This is an optimization exercise on Yosys and OpenROAD, whose aim is a short achievable clock period and few clock cycles, not a production implementation.
Where RTL was checked, it was by simulation tests only, not by an equivalence proof against the original.

==> run B: inputs <==
## sigma_cpu
module sigma_cpu
#(
    parameter logic [15:31] start_address = '0
) (
    input  logic         clock,
    input  logic         reset,
    input  logic [0:31]  memory_data,
    output logic [15:31] memory_address,
    output logic [0:31]  memory_write_data,
    output logic [0:3]   memory_byte_enables,
    output logic         halted
);
==> flow/config.mk <==
export PLATFORM = sky130hd
export DESIGN_NAME = sigma_cpu
export DESIGN_NICKNAME = sigma_cpu
export VERILOG_FILES = /design/flow/design.v
export SDC_FILE = /design/flow/constraint.sdc
export NUM_CORES = 4
export LEC_CHECK = 0
export CAP_MARGIN = 20
export CORE_MARGIN = 2
export CORE_UTILIZATION = 40
export PLACE_DENSITY = 0.6
export SETUP_SLACK_MARGIN = 5
export SLEW_MARGIN = 20
export TNS_END_PERCENT = 100
==> flow/constraint.sdc <==
create_clock -name core_clock -period 10.0 [get_ports {clock}]
set_input_delay 2.0000 -clock core_clock [delete_from_list [all_inputs] [get_ports {clock}]]
set_output_delay 2.0000 -clock core_clock [all_outputs]
set_load 0.01 [all_outputs]
standard.sh (not shown) runs the stock make flow with config.mk's settings and CLKGATE_MAP_FILE= SYNTH_SCRIPT=/design/flow/synth_recipe.tcl, a recipe that flattens the netlist after the stock synthesis.
==> flow/flow/run.sh <==
#!/bin/bash
# The standard layout, with the timing repair aiming further below the clock period
set -euo pipefail
bash standard.sh SETUP_SLACK_MARGIN=7 finish > flow.log 2>&1
==> run H: changes against run B <==
==> flow/run.sh (new file) <==
#!/bin/bash
# synth_recipe.tcl (not shown) runs the flow's synth.tcl, then flattens the netlist and writes it again
# the make line also repeats each setting of config.mk as NAME=value (left out here)
make -C /OpenROAD-flow-scripts/flow DESIGN_CONFIG=/design/flow/config.mk WORK_HOME=/design/flow/orfs CLKGATE_MAP_FILE= SYNTH_SCRIPT=/design/flow/synth_recipe.tcl finish
removed: flow/flow/run.sh
removed: flow/standard.sh
==> run D: changes against run B <==
--- a/flow/design.v
+++ b/flow/design.v
@@ -3,36 +3,41 @@
     input  logic        clock,
     input  logic        reset,
     input  logic [0:3]  read_index_a,
     input  logic [0:3]  read_index_b,
     input  logic [0:3]  read_index_c,
     output logic [0:31] read_data_a,
     output logic [0:31] read_data_b,
     output logic [0:31] read_data_c,
-    input  logic        write_strobe,
-    input  logic [0:3]  write_index,
-    input  logic [0:31] write_data,
+    input  logic        early_write,
+    input  logic [0:3]  early_index,
+    input  logic [0:31] early_data,
+    input  logic        load_write,
+    input  logic [0:3]  load_index,
+    input  logic [0:31] load_data,
     input  logic        divide_write_remainder,
     input  logic        divide_write_quotient,
     input  logic [0:3]  divide_index,
     input  logic [0:31] divide_remainder,
     input  logic [0:31] divide_quotient
 );
     localparam int register_count = 16;
     logic [0:31] registers [register_count];
     always_ff @(posedge clock or posedge reset) begin
         if (reset) begin
             for (int i = 0; i < register_count; i++) begin
                 registers[i] <= '0;
             end
         end else begin
             for (int i = 0; i < register_count; i++) begin
-                if (write_strobe && (4'(i) == write_index)) begin
-                    registers[i] <= write_data;
+                if (early_write && (4'(i) == early_index)) begin
+                    registers[i] <= early_data;
+                end else if (load_write && (4'(i) == load_index)) begin
+                    registers[i] <= load_data;
                 end else if (divide_write_quotient && (4'(i) == (divide_index | 4'b0001))) begin
                     registers[i] <= divide_quotient;
                 end else if (divide_write_remainder && (4'(i) == divide_index)) begin
                     registers[i] <= divide_remainder;
                 end
             end
         end
     end
@@ -129,54 +134,57 @@
         m[9] = m9;
         m[10] = {m5[34:0], 1'b0};
         m[11] = m11;
         m[12] = {m3[33:0], 2'b0};
         m[13] = m13;
         m[14] = {m7[34:0], 1'b0};
         m[15] = m15;
     end
+    logic [31:0] dlow [16];
     always_comb begin
         t = {partial, low[31:28]};
         ok[0] = 1'b1;
         ok[16] = 1'b0;
-        diff[0] = {1'b0, t};
+        dlow[0] = t[31:0];
+        diff[0] = '0;
         for (int k = 1; k < 16; k++) begin
-            diff[k] = {1'b0, t} - {1'b0, m[k]};
-            ok[k] = ~diff[k][36];
+            ok[k] = (t >= m[k]);
+            dlow[k] = t[31:0] - m[k][31:0];
+            diff[k] = '0;
         end
         for (int k = 0; k < 16; k++) begin
             pick[k] = ok[k] & ~ok[k + 1];
         end
         next_partial = '0;
         digit = '0;
         for (int k = 0; k < 16; k++) begin
-            next_partial = next_partial | ({32{pick[k]}} & diff[k][31:0]);
+            next_partial = next_partial | ({32{pick[k]}} & dlow[k]);
             digit = digit | ({4{pick[k]}} & 4'(k));
         end
     end
     always_ff @(posedge clock) begin
         if (load) begin
             partial <= dividend_high;
             low <= dividend_low;
             busy_register <= target;
         end else if (phase == step) begin
             partial <= next_partial;
             low <= {low[27:0], digit};
         end
         if (start && phase == idle) begin
             d <= dv;
+            m3 <= {4'd0, dv} + {3'd0, dv, 1'b0};
         end
         if (phase == multiply) begin
-            m3 <= {4'd0, d} + {3'd0, d, 1'b0};
             m5 <= {4'd0, d} + {2'd0, d, 2'b0};
             m7 <= {1'd0, d, 3'b0} - {4'd0, d};
             m9 <= {1'd0, d, 3'b0} + {4'd0, d};
-            m11 <= {1'd0, d, 3'b0} + {3'd0, d, 1'b0} + {4'd0, d};
-            m13 <= {1'd0, d, 3'b0} + {2'd0, d, 2'b0} + {4'd0, d};
+            m11 <= {1'd0, d, 3'b0} + m3;
+            m13 <= {d, 4'b0} - m3;
             m15 <= {d, 4'b0} - {4'd0, d};
         end
     end
 endmodule
 module sigma_sequencer
 #(
     parameter logic [15:31] start_address = '0
 ) (
@@ -188,19 +196,22 @@
     output logic [0:3]   memory_byte_enables,
     output logic         halted,
     output logic [0:3]   read_index_a,
     output logic [0:3]   read_index_b,
     output logic [0:3]   read_index_c,
     input  logic [0:31]  read_data_a,
     input  logic [0:31]  read_data_b,
     input  logic [0:31]  read_data_c,
-    output logic         write_strobe,
-    output logic [0:3]   write_index,
-    output logic [0:31]  write_data,
+    output logic         early_write,
+    output logic [0:3]   early_index,
+    output logic [0:31]  early_data,
+    output logic         load_write,
+    output logic [0:3]   load_index,
+    output logic [0:31]  load_data,
     output logic         divide_load,
     output logic [0:31]  divide_high,
     output logic [0:3]   divide_target,
     output logic         divide_start,
     input  logic         divide_busy,
     input  logic [0:3]   divide_register,
     input  logic         divide_pending_remainder,
     input  logic         divide_pending_quotient,
@@ -219,51 +230,51 @@
     localparam logic [1:7] bal     = 7'h6A;
     localparam logic [1:7] lb      = 7'h72;
     localparam logic [1:7] stb     = 7'h75;
     localparam logic [1:0] run          = 2'd0;   
     localparam logic [1:0] pointer_read = 2'd1;   
     localparam logic [1:0] data_access  = 2'd2;   
     localparam logic [1:0] phase_halted = 2'd3;
     logic [1:0]   phase, phase_n;
-    logic [15:31] address, address_n;
+    logic [15:31] address, address_n, address_decoded;
+    logic [15:31] pointer_target;
     logic [0:31]  instruction;
     logic         instruction_valid, instruction_valid_n;
-    logic [15:31] next_address;
     logic [15:31] resume_address, resume_address_n;
     logic [0:31]  store_data, store_data_n;
     logic [0:3]   store_enables, store_enables_n;
     logic         halted_q, halted_n;
     logic         fetching;
     logic         fetched_jump;
     logic [15:31] follow_address;
+    logic [15:31] address_plus_one;
     logic [0:31]  operand, operand_n, operand_fetch, operand_hold;
+    logic [0:31]  immediate, immediate_fetch;
     logic [15:31] offset, offset_n, offset_fetch, offset_hold;
     logic [0:1]   lane, lane_n, lane_fetch, lane_hold;
     logic         op_load_word, op_load_byte, op_store_word, op_store_byte, op_divide, op_branch;
     logic         op_indexed;
     logic [0:3]   op_register;
     logic [0:1]   op_lane;
     logic [15:31] op_offset;
     logic         save_op;
     logic [1:7]   opcode;
     logic [0:3]   r;
     logic [0:2]   x;
     logic         is_li, is_ai, is_lw, is_lb, is_stw, is_stb, is_bal, is_dw, is_halt;
     logic         byte_op, indexed, stall, conflict, direct_jump;
-    logic         hit_remainder, hit_quotient, reads_r, issue, writes_now;
+    logic         hit_remainder, hit_quotient, reads_r, issue, writes_now, load_now;
     logic [15:31] effective_address;
-    logic [0:31]  immediate;
     logic [0:31]  sum;
-    logic [0:31]  early_data;
     logic [0:7]   loaded_byte;
-    logic [0:31]  load_data;
     logic [15:31] pointer_address;
     logic [0:3]   fetched_r;
     logic [0:3]   fetched_x;
+    logic [1:7]   fetched_opcode;
     logic         fetched_byte_op;
     assign opcode = instruction[1:7];
     assign r = instruction[8:11];
     assign x = instruction[12:14];
     assign is_li = (opcode == li);
     assign is_ai = (opcode == ai);
     assign is_lw = (opcode == lw);
     assign is_lb = (opcode == lb);
@@ -272,22 +283,22 @@
     assign is_bal = (opcode == bal);
     assign is_dw = (opcode == dw);
     assign is_halt = !(is_li || is_ai || is_lw || is_lb || is_stw || is_stb || is_bal || is_dw);
     assign byte_op = is_lb || is_stb;
     assign indexed = (x != 3'd0);
     assign direct_jump = is_bal && !instruction[0] && !indexed;
     assign fetched_r = memory_data[8:11];
     assign fetched_x = {1'b0, memory_data[12:14]};
-    assign fetched_byte_op = (memory_data[1:7] == lb) || (memory_data[1:7] == stb);
+    assign fetched_opcode = memory_data[1:7];
+    assign fetched_byte_op = (fetched_opcode == lb) || (fetched_opcode == stb);
     assign read_index_a = fetched_r;
     assign read_index_b = fetched_x;
     assign read_index_c = r | 4'b0001;
     assign effective_address = instruction[15:31] + offset;
-    assign immediate = {{12{instruction[12]}}, instruction[12:31]};
     assign sum = operand + immediate;
     assign divide_high = operand;
     assign divide_target = r;
     assign hit_remainder = divide_pending_remainder && (r == divide_register);
     assign hit_quotient = divide_pending_quotient && (r == (divide_register | 4'b0001));
     assign reads_r = is_ai || is_stw || is_stb;
     assign conflict = (reads_r && (hit_remainder || hit_quotient)) ||
                       (indexed && divide_pending_remainder && ({1'b0, x} == divide_register)) ||
@@ -302,113 +313,118 @@
             2'd0: loaded_byte = memory_data[0:7];
             2'd1: loaded_byte = memory_data[8:15];
             2'd2: loaded_byte = memory_data[16:23];
             default: loaded_byte = memory_data[24:31];
         endcase
     end
     assign load_data = op_load_byte ? {24'd0, loaded_byte} : memory_data;
     assign pointer_address = memory_data[15:31];
+    assign pointer_target = op_indexed ? pointer_address + op_offset : pointer_address;
+    assign address_plus_one = address + 17'd1;
     assign fetched_jump = (memory_data[0:7] == {1'b0, bal}) && (memory_data[12:14] == 3'd0);
-    assign follow_address = fetched_jump ? memory_data[15:31] : address + 17'd1;
+    assign follow_address = fetched_jump ? memory_data[15:31] : address_plus_one;
     assign memory_address = address;
     assign memory_write_data = store_data;
     assign memory_byte_enables = store_enables;
     assign halted = halted_q;
     assign fetching = (phase == run) && (!instruction_valid || !stall);
     assign writes_now = instruction_valid && (is_li || is_ai || is_bal);
-    assign early_data = is_li ? immediate : is_ai ? sum : {15'd0, next_address};
+    assign early_write = issue && (is_li || is_ai || is_bal);
+    assign early_index = r;
+    assign early_data = sum;
+    assign load_now = (phase == data_access) && (op_load_word || op_load_byte);
+    assign load_write = load_now;
+    assign load_index = op_register;
     always_comb begin
         phase_n = phase;
-        address_n = address;
+        address_decoded = address;
         instruction_valid_n = instruction_valid;
         resume_address_n = resume_address;
         store_data_n = store_data;
         store_enables_n = '0;
         halted_n = halted_q;
         save_op = 1'b0;
-        write_strobe = 1'b0;
-        write_index = r;
-        write_data = early_data;
         divide_load = 1'b0;
         divide_start = 1'b0;
         case (phase)
             run: begin
                 if (!instruction_valid) begin
                     instruction_valid_n = 1'b1;
-                    address_n = follow_address;
+                    address_decoded = follow_address;
                 end else if (!stall) begin
                     if (is_li || is_ai || direct_jump) begin
-                        write_strobe = 1'b1;
-                        address_n = follow_address;
+                        address_decoded = follow_address;
                     end else if (is_halt) begin
                         phase_n = phase_halted;
                         halted_n = 1'b1;
                     end else begin
                         save_op = 1'b1;
                         store_data_n = is_stb ? {4{operand[24:31]}} : operand;
                         divide_load = is_dw;
                         resume_address_n = follow_address;
                         if (is_bal) begin
-                            write_strobe = 1'b1;
                             instruction_valid_n = 1'b0;
                         end
                         if (instruction[0]) begin
-                            address_n = instruction[15:31];
+                            address_decoded = instruction[15:31];
                             phase_n = pointer_read;
                         end else begin
-                            address_n = effective_address;
+                            address_decoded = effective_address;
                             if (!is_bal) begin
                                 phase_n = data_access;
                                 store_enables_n = is_stw ? 4'b1111 :
                                                   is_stb ? (4'b1000 >> lane) : 4'b0000;
                             end
                         end
                     end
                 end
             end
             pointer_read: begin
-                address_n = op_indexed ? pointer_address + op_offset : pointer_address;
                 if (op_branch) begin
                     phase_n = run;
                 end else begin
                     phase_n = data_access;
                     store_enables_n = op_store_word ? 4'b1111 :
                                       op_store_byte ? (4'b1000 >> op_lane) : 4'b0000;
                 end
             end
             data_access: begin
-                write_strobe = op_load_word || op_load_byte;
-                write_index = op_register;
-                write_data = load_data;
                 divide_start = op_divide;
-                address_n = resume_address;
+                address_decoded = resume_address;
                 phase_n = run;
             end
             default: begin
                 phase_n = phase_halted;
                 halted_n = 1'b1;
             end
         endcase
     end
+    assign address_n = (phase == pointer_read) ? pointer_target : address_decoded;
     always_comb begin
-        if (writes_now && (fetched_r == r)) begin
-            operand_fetch = early_data;
+        if (fetched_opcode == li) begin
+            operand_fetch = '0;
+        end else if (fetched_opcode == bal) begin
+            operand_fetch = {15'd0, address_plus_one};
+        end else if (writes_now && (fetched_r == r)) begin
+            operand_fetch = sum;
         end else if (divide_write_quotient && (fetched_r == (divide_register | 4'b0001))) begin
             operand_fetch = divide_quotient;
         end else if (divide_write_remainder && (fetched_r == divide_register)) begin
             operand_fetch = divide_remainder;
         end else begin
             operand_fetch = read_data_a;
         end
+        immediate_fetch = (fetched_opcode == bal) ? 32'd0 :
+                          {{12{memory_data[12]}}, memory_data[12:31]};
     end
     always_comb begin
         logic [0:31] xv;
         if (writes_now && (fetched_x == r)) begin
-            xv = early_data;
+            xv = sum;
         end else if (divide_write_quotient && (fetched_x == (divide_register | 4'b0001))) begin
             xv = divide_quotient;
         end else if (divide_write_remainder && (fetched_x == divide_register)) begin
             xv = divide_remainder;
         end else begin
             xv = read_data_b;
         end
         offset_fetch = '0;
@@ -418,21 +434,21 @@
                 offset_fetch = xv[13:29];
                 lane_fetch = xv[30:31];
             end else begin
                 offset_fetch = xv[15:31];
             end
         end
     end
     always_comb begin
-        logic        load_now;
         logic [0:31] xv;
         logic        x_hit;
-        load_now = (phase == data_access) && (op_load_word || op_load_byte);
-        if (load_now && (r == op_register)) begin
+        if (is_li || is_bal) begin
+            operand_hold = operand;
+        end else if (load_now && (r == op_register)) begin
             operand_hold = load_data;
         end else if (divide_write_quotient && (r == (divide_register | 4'b0001))) begin
             operand_hold = divide_quotient;
         end else if (divide_write_remainder && (r == divide_register)) begin
             operand_hold = divide_remainder;
         end else begin
             operand_hold = operand;
         end
@@ -475,17 +491,17 @@
             instruction_valid <= instruction_valid_n;
             store_enables <= store_enables_n;
             halted_q <= halted_n;
         end
     end
     always_ff @(posedge clock) begin
         if (fetching) begin
             instruction <= memory_data;
-            next_address <= address + 17'd1;
+            immediate <= immediate_fetch;
         end
         operand <= operand_n;
         offset <= offset_n;
         lane <= lane_n;
         resume_address <= resume_address_n;
         store_data <= store_data_n;
         if (save_op) begin
             op_load_word <= is_lw;
@@ -514,19 +530,22 @@
     output logic         halted
 );
     logic [0:3]  read_index_a;
     logic [0:3]  read_index_b;
     logic [0:3]  read_index_c;
     logic [0:31] read_data_a;
     logic [0:31] read_data_b;
     logic [0:31] read_data_c;
-    logic        write_strobe;
-    logic [0:3]  write_index;
-    logic [0:31] write_data;
+    logic        early_write;
+    logic [0:3]  early_index;
+    logic [0:31] early_data;
+    logic        load_write;
+    logic [0:3]  load_index;
+    logic [0:31] load_data;
     logic        divide_load;
     logic [0:31] divide_high;
     logic [0:3]  divide_target;
     logic        divide_start;
     logic        divide_busy;
     logic [0:3]  divide_register;
     logic        divide_pending_remainder;
     logic        divide_pending_quotient;
@@ -547,19 +566,22 @@
         .memory_byte_enables(memory_byte_enables),
         .halted(halted),
         .read_index_a(read_index_a),
         .read_index_b(read_index_b),
         .read_index_c(read_index_c),
         .read_data_a(read_data_a),
         .read_data_b(read_data_b),
         .read_data_c(read_data_c),
-        .write_strobe(write_strobe),
-        .write_index(write_index),
-        .write_data(write_data),
+        .early_write(early_write),
+        .early_index(early_index),
+        .early_data(early_data),
+        .load_write(load_write),
+        .load_index(load_index),
+        .load_data(load_data),
         .divide_load(divide_load),
         .divide_high(divide_high),
         .divide_target(divide_target),
         .divide_start(divide_start),
         .divide_busy(divide_busy),
         .divide_register(divide_register),
         .divide_pending_remainder(divide_pending_remainder),
         .divide_pending_quotient(divide_pending_quotient),
@@ -574,19 +596,22 @@
         .clock(clock),
         .reset(reset),
         .read_index_a(read_index_a),
         .read_index_b(read_index_b),
         .read_index_c(read_index_c),
         .read_data_a(read_data_a),
         .read_data_b(read_data_b),
         .read_data_c(read_data_c),
-        .write_strobe(write_strobe),
-        .write_index(write_index),
-        .write_data(write_data),
+        .early_write(early_write),
+        .early_index(early_index),
+        .early_data(early_data),
+        .load_write(load_write),
+        .load_index(load_index),
+        .load_data(load_data),
         .divide_write_remainder(divide_write_remainder),
         .divide_write_quotient(divide_write_quotient),
         .divide_index(divide_register),
         .divide_remainder(remainder),
         .divide_quotient(quotient)
     );
     sigma_divider divider (
         .clock(clock),
==> impl_metrics.ini <==
[outcome]
status = aborted with a tool error
stop_stage = 5_1_grt
first-error = [ERROR GRT-0232] Routing congestion too high. Check the congestion heatmap in the GUI.

[die]
start_util_pct = 40.1
die_w_microns = 494

[global_route]
grt_use_met2_pct = 71.9
grt_usage_pct = 58.4
grt_overflow = 7

[synthesis]
synth_edf_count = 514
synth_area_leaders = edfxtp_1 (16%), dfrtp_1 (14%), ha_1 (10%)
That was run B.
==> impl_metrics.ini <==
[outcome]
status = aborted with a tool error
stop_stage = 5_1_grt
first-error = [ERROR GRT-0232] Routing congestion too high. Check the congestion heatmap in the GUI.

[cts]
cts-buffers-inserted = 142
hold_buffers = 0
cts_num_sinks = 1066

[synthesis]
synth_top_family_by_area = compound AO/OA/AOI/OAI gates
synth_area_leaders = edfxtp_1 (16%), dfrtp_1 (14%), ha_1 (10%)
synth_edf_count = 522
synthFlopType = dfrtp_1
synth-compound-area-share_pct = 30.0
synthMuxAreaShare_pct = 4.06

[global_route]
grt_use_met2_pct = 73.3
grt_usage_pct = 52.9
grt_use_met3_pct = 26.7
grt_overflow = 1

[die]
start_util_pct = 40.3
That was run D.
==> impl_metrics.ini <==
[synthesis]
synth_edf_count = 514
synth_area_leaders = edfxtp_1 (16%), dfrtp_1 (14%), ha_1 (10%)
synth_seq_cells = 1058
syn_area_sq_mm = 0.0962

[drt]
wl_per_cell_microns = 35.4
wl_met2_microns = 217000
drt_wl_total_microns = 513000

[die]
die_w_microns = 494
start_util_pct = 40.1

[cts]
post_cts_resized = 159
cts_tree = yes

[sta]
setup_viol = 0

[cells_and_area]
final_util_pct = 45.3

[critical_path]
path_cells = buf_6 -> ha_1 -> nand2_1 -> nor4_2 -> a21oi_1 -> nand2_1 -> a31oi_2 -> and2_1 -> buf_4 -> a221oi_1 -> o21ai_0 -> a221oi_2 -> nand4_1 -> o22a_1
startpoint = divider.partial[24]$_DFFE_PP_

[placed_design]
post-place-ws_ps = 3720

[global_route]
grt_overflow = 0
grt_use_met2_pct = 60.7
grt_usage_pct = 40.4

[outcome]
status = timing/DRC/antenna clean
That was run H.
Testbench counts of run B, summed over its fixed seeds: cycles 11,938.
Testbench counts of run H, summed over its fixed seeds: cycles 11,938.
For run D, only the layout was checked, not whether the RTL still works.

==> static timing again, ports no longer ideal <==
In the flow no input, the clock included, has a driving cell. The finished layout below was timed again as built, in two steps. Step 1: set_driving_cell puts a clkbuf_16 on clock and a buf_2 on each other input, an assumption about the parent block. Step 2 times the ports against the registers' clock, not the clock port: input delays grow and output delays shrink by t, the midpoint of the rising clock arrivals with the driver on. Slacks: ideal ports / drivers / drivers and shift; pairs: ideal ports / drivers.
run: run H
t (ns): 0.925
setup WS [ns]: 4.843 / 4.843 / 4.047
clock arrival spread, ns: 0.067 / 0.067
After both steps setup and hold are still met in run H. For run H, drivers alone change the setup slack by 0.000 ns; drivers and shift together by -0.796 ns.
